Context: an optimization exercise on an open-source flow, tuned for small area, a short achievable clock period and few clock cycles per item. The choices shown serve that exercise and are no tape-out recipe.
Function was checked by simulation only, so behaviour that the tests miss may differ from the original.
No activity file was given, so power comes from the tool's default toggle rates.

## build 53
==> flow/design.v (excerpt) <==
module ring_buffer_with_overwrite_mode_top (
    input  logic                               clk,
    input  logic                               rst_n,
    input  logic                               cfg_write_en,
    input  logic [rbo_pkg::CFG_INDEX_BITS-1:0] cfg_index,
    input  logic [rbo_pkg::CFG_DATA_BITS-1:0]  cfg_data,
    input  logic                               in_valid,
    output logic                               in_ready,
    input  logic                               cmd,
    input  logic [rbo_pkg::DATA_BITS-1:0]      push_value,
    input  logic [rbo_pkg::POS_BITS-1:0]       position,
    output logic                               out_valid,
    input  logic                               out_ready,
    output logic [rbo_pkg::DATA_BITS-1:0]      read_value,
    output logic [rbo_pkg::CAP_BITS-1:0]       fill_count,
    output logic                               dropped,
  ...
Settings: LEC_CHECK=0, CAP_MARGIN=20, CORE_MARGIN=2, CORE_UTILIZATION=45, CTS_CLUSTER_DIAMETER=80, CTS_CLUSTER_SIZE=20, PLACE_DENSITY=0.55, SLEW_MARGIN=20; clock period 10.0 ns.
standard.sh (not shown) runs the stock make flow with config.mk's settings and CLKGATE_MAP_FILE= SYNTH_SCRIPT=/design/flow/synth_recipe.tcl, a recipe that flattens the netlist after the stock synthesis.
==> flow/flow/run.sh <==
#!/bin/bash
set -euo pipefail
bash standard.sh SETUP_SLACK_MARGIN=6.3 finish > flow_make.log 2>&1
Testbench counts of build 53, summed over its fixed seeds: cycles 48,208, items 48,000.
### build 53 -> build 79
- swapping 45 for 40 in CORE_UTILIZATION
- putting SETUP_SLACK_MARGIN at 5 where nothing was set
- swapping 0.55 for 0.5 in PLACE_DENSITY
==> flow/run.sh (new file) <==
#!/bin/bash
# synth_recipe.tcl (not shown) runs the flow's synth.tcl, then flattens the netlist and writes it again
# the make line also repeats each setting of config.mk as NAME=value (left out here)
make -C /OpenROAD-flow-scripts/flow DESIGN_CONFIG=/design/flow/config.mk WORK_HOME=/design/flow/orfs CLKGATE_MAP_FILE= SYNTH_SCRIPT=/design/flow/synth_recipe.tcl finish
removed: flow/flow/run.sh
removed: flow/standard.sh
Notes after the runs:
Post-cts repair resize count: build 79 vs build 53 down 30. Flip-flop and latch count: build 79 vs build 53 identical. Delta (build 79 minus build 53): transition time at the pin with the least slew margin decreased by 34 ps relative to the old numbers, number of top-level design ports now sits at about the same level, effective utilization at floorplan moved down. Summary of build 79 over build 53: number of cells on the worst reg-to-reg path increased by 1 relative to the old numbers; minimum period implied by the final worst setup slack increased by 320 ps relative to the old numbers; power per standard cell area decreased by 0.32% relative to the old numbers. Looking at capture point of the worst path, the in_ready result is from build 79; the u_dp.u_ram.mem[188][2]$_DFFE_PP_ one comes from build 53.
Changes in build 98 relative to build 79:
- SETUP_SLACK_MARGIN: 5 -> unset
- PLACE_DENSITY: 0.5 -> 0.55
- CORE_UTILIZATION: 40 -> 45
==> flow/flow/run.sh (new file) <==
#!/bin/bash
# Layout flow: the standard ORFS flow (standard.sh, unchanged synthesis),
# with these knobs changed:
#  - every input and output port is still buffered, but with a plain buffer
#    (buf_2) rather than the delay cell the resizer picks by default;
#  - sizing may swap cells of a different footprint;
set -euo pipefail
bash standard.sh SETUP_SLACK_MARGIN=6.5 MATCH_CELL_FOOTPRINT=0 \
  "BUFFER_PORTS_ARGS=-buffer_cell sky130_fd_sc_hd__buf_2" \
  "CTS_ARGS=-sink_clustering_enable -repair_clock_nets -sink_clustering_size 20 -sink_clustering_max_diameter 80 -dont_use_dummy_load" \
  finish > flow_make.log 2>&1
==> flow/standard.sh (new file) <==
#!/bin/bash
# synth_recipe.tcl (not shown) runs the flow's synth.tcl, then flattens the netlist and writes it again
# the make line also repeats each setting of config.mk as NAME=value (left out here)
make -C /OpenROAD-flow-scripts/flow DESIGN_CONFIG=/design/flow/config.mk WORK_HOME=/design/flow/orfs CLKGATE_MAP_FILE= SYNTH_SCRIPT=/design/flow/synth_recipe.tcl "${@:-finish}"
removed: flow/run.sh
==> results.txt <==
Against build 79, leakage power in build 98 fell slightly. Re power density over the cells: build 98 and build 79 aren't equal, and the lower value belongs to build 98. The run showing the smaller largest clock skew in the final design is build 79. The final reports for build 98 and build 79 show final instance count without filler cells lower in the former. Against build 79, build 98 comes in 1.4 points lower on layout overhead on the synthesized area.
[inputs] build 56 vs build 98
==> flow/flow/run.sh <==
#!/bin/bash
# Layout flow: the standard ORFS flow (standard.sh, unchanged synthesis),
# with three knobs changed:
#  - every input and output port is still buffered, but with a plain buffer
#    (buf_2) rather than the delay cell the resizer picks by default;
set -euo pipefail
bash standard.sh SETUP_SLACK_MARGIN=6.5 MATCH_CELL_FOOTPRINT=0 \
  "BUFFER_PORTS_ARGS=-buffer_cell sky130_fd_sc_hd__buf_2" finish > flow_make.log 2>&1
--- outcome ---
Changes observed in build 56 relative to build 98: fraction of the cycle the final worst path needs barely changed; setup slack has increased; minimum hold slack shows an increase of 22 ps.

[afterwards: timing with drivers on the ports]
The flow's constraints put no driver on any port. The routed layouts listed below were extracted and timed again, unchanged, in two steps. Step 1: set_driving_cell puts a clkbuf_16 on clk and a buf_2 on each other input, an assumption about the parent block. Step 2 times the ports against the registers' clock, not the clock port: input delays grow and output delays shrink by t, the midpoint of the rising clock arrivals with the driver on. Slacks: ideal / step 1 / step 2; pairs: ideal / step 1.
run	t, ns	slack for setup (ns)	worst setup path after step 2
build 53	1.050	6.253 / 6.253 / 5.391	input to register
build 79	1.083	5.932 / 5.810 / 5.433	input to register
build 98	1.038	6.369 / 6.369 / 5.834	input to register
build 56	1.040	6.383 / 6.383 / 5.855	input to register
After both steps every run listed still meets setup and hold. The setup slack of build 53, which loses most, moves by 0.000 ns with the drivers and by -0.862 ns with both steps.
